This is an optimization exercise on Yosys and OpenROAD, whose aim is small area, not a production implementation.
The RTL was checked by simulation tests, not by an equivalence proof against the original design.
Power figures rest on the tool's default switching activity, not on a simulated workload.

==> inputs of trial 52 <==
==> flow/design.v <==
package icmp_pkg;
    localparam int MAX_PACKET = 2047;
    localparam int CNT_W      = $clog2(MAX_PACKET + 1);
    localparam int LEN_W      = 11;
    localparam int CFG_IDX_W  = 1;
    localparam int CFG_DATA_W = 16;
    localparam logic [CFG_IDX_W-1:0] CFG_ECHO_ID      = CFG_IDX_W'(0);
    localparam logic [CFG_IDX_W-1:0] CFG_REPORT_OTHER = CFG_IDX_W'(1);
    localparam logic [CNT_W-1:0] POS_VER_IHL = CNT_W'(0);
    localparam logic [CNT_W-1:0] POS_TTL     = CNT_W'(8);
    localparam logic [CNT_W-1:0] POS_PROTO   = CNT_W'(9);
    localparam logic [CNT_W-1:0] OFF_TYPE    = CNT_W'(0);
    localparam logic [CNT_W-1:0] OFF_CODE    = CNT_W'(1);
    localparam logic [CNT_W-1:0] OFF_ID_LO   = CNT_W'(4);
    localparam logic [CNT_W-1:0] OFF_ID_HI   = CNT_W'(5);
    localparam logic [CNT_W-1:0] OFF_SEQ_LO  = CNT_W'(6);
    localparam logic [CNT_W-1:0] OFF_SEQ_HI  = CNT_W'(7);
    localparam logic [CNT_W-1:0] OFF_SEC_LO  = CNT_W'(8);
    localparam logic [CNT_W-1:0] OFF_SEC_HI  = CNT_W'(11);
    localparam logic [CNT_W-1:0] OFF_USEC_LO = CNT_W'(12);
    localparam logic [CNT_W-1:0] OFF_USEC_HI = CNT_W'(15);
    localparam logic [7:0]       PROTO_ICMP      = 8'd1;
    localparam logic [7:0]       ICMP_ECHO_REPLY = 8'd0;
    localparam logic [CNT_W-1:0] MIN_IP_LEN      = CNT_W'(20);
    localparam logic [CNT_W-1:0] ICMP_HDR_LEN    = CNT_W'(8);
    localparam logic [CNT_W-1:0] ICMP_ECHO_LEN   = CNT_W'(16);
    localparam logic [19:0]      USEC_PER_SEC    = 20'd1000000;
    typedef enum logic [1:0] {
        KIND_DROP  = 2'd0,
        KIND_ECHO  = 2'd1,
        KIND_OTHER = 2'd2
    } t_kind;
    typedef struct packed {
        logic [7:0]         data_byte;
        logic               last_byte;
        logic signed [31:0] recv_sec;
        logic [19:0]        recv_usec;
    } t_in;
    typedef struct packed {
        t_kind              kind;
        logic [LEN_W-1:0]   icmp_len;
        logic [7:0]         msg_type;
        logic [7:0]         msg_code;
        logic [15:0]        seq;
        logic [7:0]         ttl;
        logic signed [31:0] rtt_sec;
        logic [19:0]        rtt_usec;
    } t_out;
    typedef struct packed {
        logic [15:0] echo_id;
        logic        report_other;
    } t_cfg;
    typedef struct packed {
        logic [CNT_W-1:0] byte_count;
        logic [5:0]       hdr_len;
        logic [7:0]       protocol;
        logic [7:0]       ttl;
        logic [7:0]       msg_type;
        logic [7:0]       msg_code;
        logic [15:0]      id;
        logic [15:0]      seq;
        logic [31:0]      send_sec;
        logic [31:0]      send_usec;
    } t_pkt;
    typedef struct packed {
        t_kind            kind;
        logic [LEN_W-1:0] icmp_len;
        logic [7:0]       msg_type;
        logic [7:0]       msg_code;
        logic [15:0]      seq;
        logic [7:0]       ttl;
        logic [31:0]      send_sec;
        logic [31:0]      send_usec;
        logic [31:0]      recv_sec;
        logic [19:0]      recv_usec;
    } t_job;
endpackage
module icmp_echo_reply_parser (
    input  logic                                i_clk,
    input  logic                                i_rst_n,
    input  logic                                i_valid,
    output logic                                o_ready,
    input  icmp_pkg::t_in                       i_data,
    output logic                                o_valid,
    input  logic                                i_ready,
    output icmp_pkg::t_out                      o_data,
    input  logic                                i_cfg_we,
    input  logic [icmp_pkg::CFG_IDX_W-1:0]      i_cfg_idx,
    input  logic [icmp_pkg::CFG_DATA_W-1:0]     i_cfg_data
);
    logic [15:0] r_echo_id;
    logic        r_report_other;
    always_ff @(posedge i_clk) begin
        if (!i_rst_n) begin
            r_echo_id      <= 16'd0;
            r_report_other <= 1'b1;
        end else if (i_cfg_we) begin
            if (i_cfg_idx == icmp_pkg::CFG_ECHO_ID)      r_echo_id      <= i_cfg_data;
            if (i_cfg_idx == icmp_pkg::CFG_REPORT_OTHER) r_report_other <= i_cfg_data[0];
        end
    end
    logic r_hv;      
    logic r_tv;      
    logic r_rv;      
    logic r_te;      
    logic r_to;      
    logic back_ready;
    logic pop;
    logic to_tail;
    assign back_ready = !r_rv || i_ready;
    assign pop        = r_hv && back_ready;
    logic [10:0] r_cnt;
    logic [3:0]  r_hl4;
    logic        r_proto_ok;
    logic [7:0]  r_ttl;
    logic [7:0]  r_type;
    logic [7:0]  r_code;
    logic [15:0] r_id;
    logic [15:0] r_seq;
    logic [31:0] r_nssec;    
    logic [19:0] r_nsu;      
    logic        r_neg;      
    logic        r_big;      
    logic [7:0]  din;
    logic        accept;
    logic        push;
    logic        wr;
    logic [3:0]  hl4_c;
    logic [7:0]  rel;        
    logic        in_icmp;
    logic [3:0]  off;
    logic [10:0] cnt_inc;
    assign din     = i_data.data_byte;
    assign o_ready = !r_tv;
    assign accept  = i_valid && !r_tv;
    assign push    = accept && i_data.last_byte;
    assign wr      = accept && (r_cnt != 11'd2047);
    assign hl4_c   = (r_cnt == 11'd0) ? din[3:0] : r_hl4;
    assign rel     = {1'b0, r_cnt[6:0]} - {2'b00, hl4_c, 2'b00};
    assign in_icmp = (r_cnt[10:7] == 4'd0) && !rel[7] && (rel[6:4] == 3'd0);
    assign off     = rel[3:0];
    assign cnt_inc = (r_cnt == 11'd2047) ? r_cnt : r_cnt + 11'd1;
    logic w15;
    logic neg_c;
    logic big_c;
    assign w15   = wr && in_icmp && (off == 4'd15);
    assign neg_c = w15 ? din[7] : r_neg;
    assign big_c = w15 ? (r_big || (din[6:0] != 7'd0)) : r_big;
    logic [10:0] len;
    logic [10:0] ilen;
    logic        ilen_bw;
    logic        icmp_ok;
    logic        e_new;
    logic        o_new;
    logic        k_e;
    logic        k_o;
    logic        keep;
    assign len             = cnt_inc;
    assign {ilen_bw, ilen} = {1'b0, len} - {6'd0, hl4_c, 2'b00};
    assign icmp_ok = r_proto_ok && (len >= 11'd20) && !ilen_bw && (ilen[10:3] != 8'd0);
    assign e_new   = icmp_ok && (r_type == 8'd0) && (r_id == r_echo_id) && (ilen[10:4] != 7'd0);
    assign o_new   = icmp_ok && (r_type != 8'd0) && r_report_other;
    assign k_e     = r_tv ? r_te : e_new;
    assign k_o     = r_tv ? r_to : o_new;
    assign keep    = k_e || k_o;
    logic [31:0] rs;
    logic [19:0] ru;
    logic [31:0] ds;
    logic [19:0] ud;
    logic        k12, k22, k32, k10, k20;
    logic        ud_co;
    logic        borrow;
    assign rs = i_data.recv_sec;
    assign ru = i_data.recv_usec;
    icmp_rca #(12) u_ds0 (.a(rs[11:0]),  .b(r_nssec[11:0]),  .ci(1'b1), .s(ds[11:0]),  .co(k12));
    icmp_rca #(10) u_ds1 (.a(rs[21:12]), .b(r_nssec[21:12]), .ci(1'b0), .s(ds[21:12]), .co(k22));
    icmp_rca #(10) u_ds2 (.a(rs[31:22]), .b(r_nssec[31:22]), .ci(1'b0), .s(ds[31:22]), .co(k32));
    icmp_rca #(10) u_ud0 (.a(ru[9:0]),   .b(r_nsu[9:0]),     .ci(1'b1), .s(ud[9:0]),   .co(k10));
    icmp_rca #(10) u_ud1 (.a(ru[19:10]), .b(r_nsu[19:10]),   .ci(1'b0), .s(ud[19:10]), .co(k20));
    assign ud_co  = k20 || (k10 && (ud[19:10] == 10'h3FF));
    assign borrow = !neg_c && (big_c || !ud_co);
    assign to_tail = push && r_hv && !pop;
    always_ff @(posedge i_clk) begin
        if (!i_rst_n) begin
            r_cnt <= 11'd0;
        end else if (r_tv) begin
            if (pop) r_cnt <= 11'd0;
        end else if (accept) begin
            if (!i_data.last_byte) r_cnt <= cnt_inc;
            else if (!to_tail)     r_cnt <= 11'd0;
        end
    end
    always_ff @(posedge i_clk) begin
        if (wr) begin
            if (r_cnt == 11'd0) r_hl4 <= din[3:0];
            if (r_cnt == 11'd8) r_ttl <= din;
            if (r_cnt == 11'd9) r_proto_ok <= (din == icmp_pkg::PROTO_ICMP);
            if (in_icmp) begin
                case (off)
                    4'd0:  r_type      <= din;
                    4'd1:  r_code      <= din;
                    4'd4:  if (!to_tail) r_id[7:0] <= din;
                    4'd5:  r_id[15:8]  <= din;
                    4'd6:  r_seq[7:0]  <= din;
                    4'd7:  r_seq[15:8] <= din;
                    default: ;
                endcase
            end
        end
        if (to_tail) begin
            r_nssec   <= ds;
            r_nsu     <= ud;
            r_big     <= borrow;
            r_id[2:0] <= {k22, k12, k10};
        end else if (wr && in_icmp) begin
            case (off)
                4'd8:  r_nssec[7:0]   <= ~din;
                4'd9:  r_nssec[15:8] <= ~din;
                4'd10: r_nssec[23:16] <= ~din;
                4'd11: r_nssec[31:24] <= ~din;
                4'd12: r_nsu[7:0]    <= ~din;
                4'd13: r_nsu[15:8]   <= ~din;
                4'd14: begin
                    r_nsu[19:16] <= ~din[3:0];
                    r_big       <= (din[7:4] != 4'd0);
                end
                4'd15: begin
                    r_neg <= neg_c;
                    r_big <= big_c;
                end
                default: ;
            endcase
        end
        if (!r_tv) begin
            r_te <= e_new;
            r_to <= o_new;
        end
    end
    logic        h_e;
    logic [10:0] h_ilen;
    logic [7:0]  h_code;
    logic [7:0]  h_u8;
    logic [15:0] h_seq;
    logic        h_b;
    logic        h_k12, h_k22, h_k10;
    logic [31:0] h_ds;
    logic [19:0] h_du;
    always_ff @(posedge i_clk) begin
        if (!i_rst_n) begin
            r_hv <= 1'b0;
            r_tv <= 1'b0;
        end else begin
            if (!r_hv || pop) r_hv <= r_tv || push;
            if (r_tv) begin
                if (pop) r_tv <= 1'b0;
            end else begin
                r_tv <= to_tail;
            end
        end
    end
    logic sel_n;
    logic sel_t;
    assign sel_n = k_e && !r_tv;
    assign sel_t = k_e && r_tv;
    always_ff @(posedge i_clk) begin
        if (!r_hv || pop) begin
            h_e     <= k_e;
            h_ilen  <= keep ? ilen : 11'd0;
            h_code  <= keep ? r_code : 8'd0;
            h_u8    <= (r_ttl & {8{k_e}}) | (r_type & {8{k_o}});
            h_seq   <= k_e ? r_seq : 16'd0;
            h_b     <= (sel_n && borrow) || (sel_t && r_big);
            h_k10   <= (sel_n && k10) || (sel_t && r_id[0]);
            h_k12   <= (sel_n && k12) || (sel_t && r_id[1]);
            h_k22   <= (sel_n && k22) || (sel_t && r_id[2]);
            h_ds    <= (ds & {32{sel_n}}) | (r_nssec & {32{sel_t}});
            h_du    <= (ud & {20{sel_n}}) | (r_nsu & {20{sel_t}});
        end
    end
    logic        q_e;
    logic [10:0] q_ilen;
    logic [7:0]  q_code;
    logic [7:0]  q_u8;
    logic [15:0] q_seq;
    logic [31:0] q_rtt_s;
    logic [19:0] q_rtt_u;
    logic [31:0] rtt_s;
    logic [19:0] rtt_u;
    logic [31:0] xs;
    logic [32:12] ic;
    logic [32:0] sk;
    logic        uc;
    assign xs[11:0] = h_ds[11:0];
    assign ic[12]   = h_k12;
    for (genvar i = 12; i < 32; i++) begin : g_inc
        logic c;
        if (i == 22) begin : g_join
            assign c = ic[22] || h_k22;
        end else begin : g_pass
            assign c = ic[i];
        end
        assign xs[i]   = h_ds[i] ^ c;
        assign ic[i+1] = h_ds[i] && c;
    end
    assign sk[0] = h_b;
    for (genvar i = 0; i < 32; i++) begin : g_dec
        assign rtt_s[i] = xs[i] ^ sk[i];
        assign sk[i+1]  = sk[i] && !xs[i];
    end
    assign rtt_u[5:0] = h_du[5:0];
    icmp_rca #(14) u_usec (.a(h_du[19:6]),
                           .b((icmp_pkg::USEC_PER_SEC[19:6] & {14{h_b}}) | {9'd0, h_k10, 4'd0}),
                           .ci(1'b0), .s(rtt_u[19:6]), .co(uc));
    always_ff @(posedge i_clk) begin
        if (!i_rst_n) begin
            r_rv <= 1'b0;
        end else if (back_ready) begin
            r_rv <= r_hv;
        end
    end
    always_ff @(posedge i_clk) begin
        if (back_ready) begin
            q_e     <= h_e;
            q_ilen  <= h_ilen;
            q_code  <= h_code;
            q_u8    <= h_u8;
            q_seq   <= h_seq;
            q_rtt_s <= rtt_s;
            q_rtt_u <= rtt_u;
        end
    end
    assign o_valid = r_rv;
    always_comb begin
        o_data          = '0;
        o_data.kind     = icmp_pkg::t_kind'({(q_ilen != 11'd0) && !q_e, q_e});
        o_data.icmp_len = q_ilen;
        o_data.msg_type = q_e ? 8'd0 : q_u8;
        o_data.msg_code = q_code;
        o_data.seq      = q_seq;
        o_data.ttl      = q_e ? q_u8 : 8'd0;
        o_data.rtt_sec  = $signed(q_rtt_s);
        o_data.rtt_usec = q_rtt_u;
    end
endmodule
module icmp_rca #(parameter int W = 8) (
    input  logic [W-1:0] a,
    input  logic [W-1:0] b,
    input  logic         ci,
    output logic [W-1:0] s,
    output logic         co
);
    logic [W:0] c;
    assign c[0] = ci;
    for (genvar i = 0; i < W; i++) begin : g_bit
        assign s[i]   = a[i] ^ b[i] ^ c[i];
        assign c[i+1] = (a[i] & b[i]) | (c[i] & (a[i] ^ b[i]));
    end
    assign co = c[W];
endmodule
==> flow/flow/run.sh <==
#!/bin/bash
# Own flow: the standard layout (standard.sh, unchanged synthesis) with
# two changes to how the layout is built:
#  - the port buffers that global placement inserts are the smallest buffer,
#    sky130_fd_sc_hd__buf_1, instead of the cell buffer_ports picks itself;
#  - clock tree synthesis uses clkbuf_8 in small sink clusters and inserts no
#    dummy loads.
set -euo pipefail
export BUFFER_PORTS_ARGS="-buffer_cell sky130_fd_sc_hd__buf_1"
export CTS_ARGS="-sink_clustering_enable -repair_clock_nets -sink_clustering_size 16 -sink_clustering_max_diameter 60 -buf_list sky130_fd_sc_hd__clkbuf_8 -dont_use_dummy_load"
bash standard.sh > standard_make.log 2>&1
==> flow/standard.sh <==
#!/bin/bash
# synth_recipe.tcl (not shown) runs the flow's synth.tcl, then flattens the netlist and writes it again
# the make line also repeats each setting of config.mk as NAME=value (left out here)
make -C /OpenROAD-flow-scripts/flow DESIGN_CONFIG=/design/flow/config.mk WORK_HOME=/design/flow/orfs CLKGATE_MAP_FILE= SYNTH_SCRIPT=/design/flow/synth_recipe.tcl "${@:-finish}"
==> flow/config.mk <==
export PLATFORM = sky130hd
export DESIGN_NAME = icmp_echo_reply_parser
export DESIGN_NICKNAME = icmp_echo_reply_parser
export VERILOG_FILES = /design/flow/design.v
export SDC_FILE = /design/flow/constraint.sdc
export NUM_CORES = 4
export LEC_CHECK = 0
export CAP_MARGIN = 20
export CORE_MARGIN = 2
export CORE_UTILIZATION = 40
export CTS_BUF_LIST = sky130_fd_sc_hd__clkbuf_8
export CTS_CLUSTER_DIAMETER = 60
export CTS_CLUSTER_SIZE = 16
export SLEW_MARGIN = 20
==> flow/constraint.sdc <==
create_clock -name core_clock -period 10.0 [get_ports {i_clk}]
set_input_delay 2.0000 -clock core_clock [delete_from_list [all_inputs] [get_ports {i_clk}]]
set_output_delay 2.0000 -clock core_clock [all_outputs]
set_load 0.01 [all_outputs]
==> build 7 (differences from trial 52) <==
--- a/flow/design.v
+++ b/flow/design.v
@@ -104,4 +104,2 @@
     logic r_rv;      
-    logic r_te;      
-    logic r_to;      
     logic back_ready;
@@ -113,8 +111,8 @@
     logic [3:0]  r_hl4;
-    logic        r_proto_ok;
-    logic [7:0]  r_ttl;
-    logic [7:0]  r_type;
-    logic [7:0]  r_code;
+    logic        r_proto_ok;  
+    logic [7:0]  r_nttl;     
+    logic [7:0]  r_ntype;
+    logic [7:0]  r_ncode;
     logic [15:0] r_id;
-    logic [15:0] r_seq;
+    logic [15:0] r_nseq;
     logic [31:0] r_nssec;    
@@ -160,6 +158,6 @@
     assign icmp_ok = r_proto_ok && (len >= 11'd20) && !ilen_bw && (ilen[10:3] != 8'd0);
-    assign e_new   = icmp_ok && (r_type == 8'd0) && (r_id == r_echo_id) && (ilen[10:4] != 7'd0);
-    assign o_new   = icmp_ok && (r_type != 8'd0) && r_report_other;
-    assign k_e     = r_tv ? r_te : e_new;
-    assign k_o     = r_tv ? r_to : o_new;
+    assign e_new   = icmp_ok && (r_ntype == 8'hFF) && (r_id == r_echo_id) && (ilen[10:4] != 7'd0);
+    assign o_new   = icmp_ok && (r_ntype != 8'hFF) && r_report_other;
+    assign k_e     = r_tv ? r_proto_ok : e_new;
+    assign k_o     = r_tv ? r_neg : o_new;
     assign keep    = k_e || k_o;
@@ -195,12 +193,12 @@
             if (r_cnt == 11'd0) r_hl4 <= din[3:0];
-            if (r_cnt == 11'd8) r_ttl <= din;
-            if (r_cnt == 11'd9) r_proto_ok <= (din == icmp_pkg::PROTO_ICMP);
+            if (r_cnt == 11'd8) r_nttl <= ~din;
+            if (r_cnt == 11'd9 && !to_tail) r_proto_ok <= (din == icmp_pkg::PROTO_ICMP);
             if (in_icmp) begin
                 case (off)
-                    4'd0:  r_type      <= din;
-                    4'd1:  r_code      <= din;
+                    4'd0:  r_ntype     <= ~din;
+                    4'd1:  r_ncode     <= ~din;
                     4'd4:  if (!to_tail) r_id[7:0] <= din;
                     4'd5:  r_id[15:8]  <= din;
-                    4'd6:  r_seq[7:0]  <= din;
-                    4'd7:  r_seq[15:8] <= din;
+                    4'd6:  r_nseq[7:0]  <= ~din;
+                    4'd7:  r_nseq[15:8] <= ~din;
                     default: ;
@@ -214,2 +212,4 @@
             r_id[2:0] <= {k22, k12, k10};
+            r_neg     <= o_new;
+            r_proto_ok <= e_new;
         end else if (wr && in_icmp) begin
@@ -233,6 +233,2 @@
         end
-        if (!r_tv) begin
-            r_te <= e_new;
-            r_to <= o_new;
-        end
     end
@@ -268,5 +264,5 @@
             h_ilen  <= keep ? ilen : 11'd0;
-            h_code  <= keep ? r_code : 8'd0;
-            h_u8    <= (r_ttl & {8{k_e}}) | (r_type & {8{k_o}});
-            h_seq   <= k_e ? r_seq : 16'd0;
+            h_code  <= ~(r_ncode | {8{!keep}});
+            h_u8    <= ~((r_nttl | {8{!k_e}}) & (r_ntype | {8{!k_o}}));
+            h_seq   <= ~(r_nseq | {16{!k_e}});
             h_b     <= (sel_n && borrow) || (sel_t && r_big);
==> flow/flow/run.sh (replaced) <==
#!/bin/bash
# Own flow: the standard layout (standard.sh with the standard flow's synthesis script
# synth_recipe.tcl), run from a copy of ORFS's scripts folder with these
# changes to how the layout is built:
#  - synthesis maps the logic with ABC's area script (ABC_AREA=1), and that
#    script (flow/abc_area.script) is an area-oriented one: dch + amap, twice;
#  - Yosys's extract_fa extracts full adders only (extract_fa -fa): half
#    adders are left to ABC, which maps them with fewer inverters.
#    Registers are mapped by dfflibmap as in the standard synthesis, so they
#    are the standard synthesis's registers (same names and cell types);
#  - the port buffers that global placement inserts are the smallest buffer,
#    sky130_fd_sc_hd__buf_1, instead of the cell buffer_ports picks itself;
#  - clock tree synthesis uses clkbuf_8 in small sink clusters and inserts no
#    dummy loads.
set -euo pipefail
here=$(pwd)
rm -rf "$here/scripts_abc"
cp -r "$FLOW_HOME/scripts" "$here/scripts_abc"
cp "$here/flow/abc_area.script" "$here/scripts_abc/abc_area.script"
sed -i 's/extract_fa {\*}\[dont_use_extract_fa_args\]/extract_fa -fa/' "$here/scripts_abc/synth.tcl"
grep -q 'extract_fa -fa$' "$here/scripts_abc/synth.tcl"
export BUFFER_PORTS_ARGS="-buffer_cell sky130_fd_sc_hd__buf_1"
export CTS_ARGS="-sink_clustering_enable -repair_clock_nets -sink_clustering_size 10 -sink_clustering_max_diameter 40 -buf_list {sky130_fd_sc_hd__clkbuf_4 sky130_fd_sc_hd__clkbuf_8} -dont_use_dummy_load"
bash standard.sh SCRIPTS_DIR="$here/scripts_abc" ABC_AREA=1 finish > standard_make.log 2>&1
==> flow/flow/abc_area.script (new file) <==
strash
dch
amap
strash
dch
amap
topo
stime -c
- CORE_UTILIZATION: 40 -> 65
- CTS_BUF_LIST: sky130_fd_sc_hd__clkbuf_8 -> default
- CTS_CLUSTER_DIAMETER: 60 -> default
- CTS_CLUSTER_SIZE: 16 -> default
==> comparison <==
In trial 52 the register-to-register slack is worse than in build 7, by 1.3 ns.
Of build 7 and trial 52, build 7 has the higher worst setup slack (gap 0.84 ns).
Between build 7 and trial 52, the lower first-iteration DRC count is in trial 52 (gap 7.5%, measured against trial 52).
Against trial 52, the sequential share of layout area of build 7 is higher by 3.9 points.
In trial 52 the clock power is lower than in build 7, by about 8%.
Sequential power is about the same in build 7 and trial 52.
Between build 7 and trial 52, the lower design area is in build 7 (gap 6.8%, measured against trial 52).
Via count: trial 52 is lower than build 7 (about 3%).
Fmax: build 7 is higher than trial 52 (about 14%).
==> figures <==
| quantity | trial 52 | build 7 |
|---|---|---|
| Status | finished clean | finished clean |
| Via density per instance | 5.061 | 5.602 |
| Part of the power in the clock network | 30.4% | 32.3% |
| Top achievable clock speed | 141.0 MHz | 160.1 MHz |
| Share of the synthesized area in the top cell type | 58.59% | 63.34% |
| Endpoint of the worst-slack reg-to-reg timing path | q_rtt_s[31]$_DFFE_PN_ | h_ilen[8]$_SDFFCE_PP0P_ |
| Worst R2R Path Depth | 33 | 28 |
| Clock slew at reported path FFs | 0.09 ns | 0.07 ns |
| TritonCTS sink count | 344 | 342 |
| Compound-cell area share of the yosys netlist | 10.16% | 10.89% |
| Count of non-CTS buffers in the layout | 208 | 199 |
| Die height | 203.6 µm | 154.6 µm |
| Diodes inserted | 0 | 2 |
| Metal-1 WL | 16,600 µm | 13,080 µm |
| Placed Instance Area | 17,230 µm² | 15,900 µm² |
| Final critical-path required period | 7.091 ns | 6.247 ns |
| Proportion of power drawn by flip-flops and latches | 63.5% | 61.9% |
| Via count of the first global-routing pass | 9,340 | 9,472 |
| Critical path peak fanout | 6 | 2 |
| Power dissipated in combinational cells | 0.154 mW | 0.147 mW |

[afterwards: timing with drivers on the ports]
No port has a modelled driver above. Below, the same layouts with a new extraction and two added sets of constraints.
Step 1 assumes that a clkbuf_16 drives the clock port and a buf_2 every other input.
Step 2 moves the port delays by t, midway between the first and last clock arrival at a register: inputs arrive t later, outputs are due t later. That takes back most of the time a late clock gives input paths.
a / b / c = ideal ports / drivers / drivers and shift; a / b = the first two.
run	shift t [ns]	setup slack, ns	worst setup path after step 2	slew at the worst register clock pin (ns)
trial 52	0.614	2.909 / 2.909 / 2.909	register to register	0.10 / 0.10
build 7	0.582	3.753 / 3.773 / 3.191	input to register	0.07 / 0.07
After both steps every run listed still meets setup and hold. The setup slack of build 7, which loses most, moves by +0.020 ns with the drivers and by -0.562 ns with both steps.
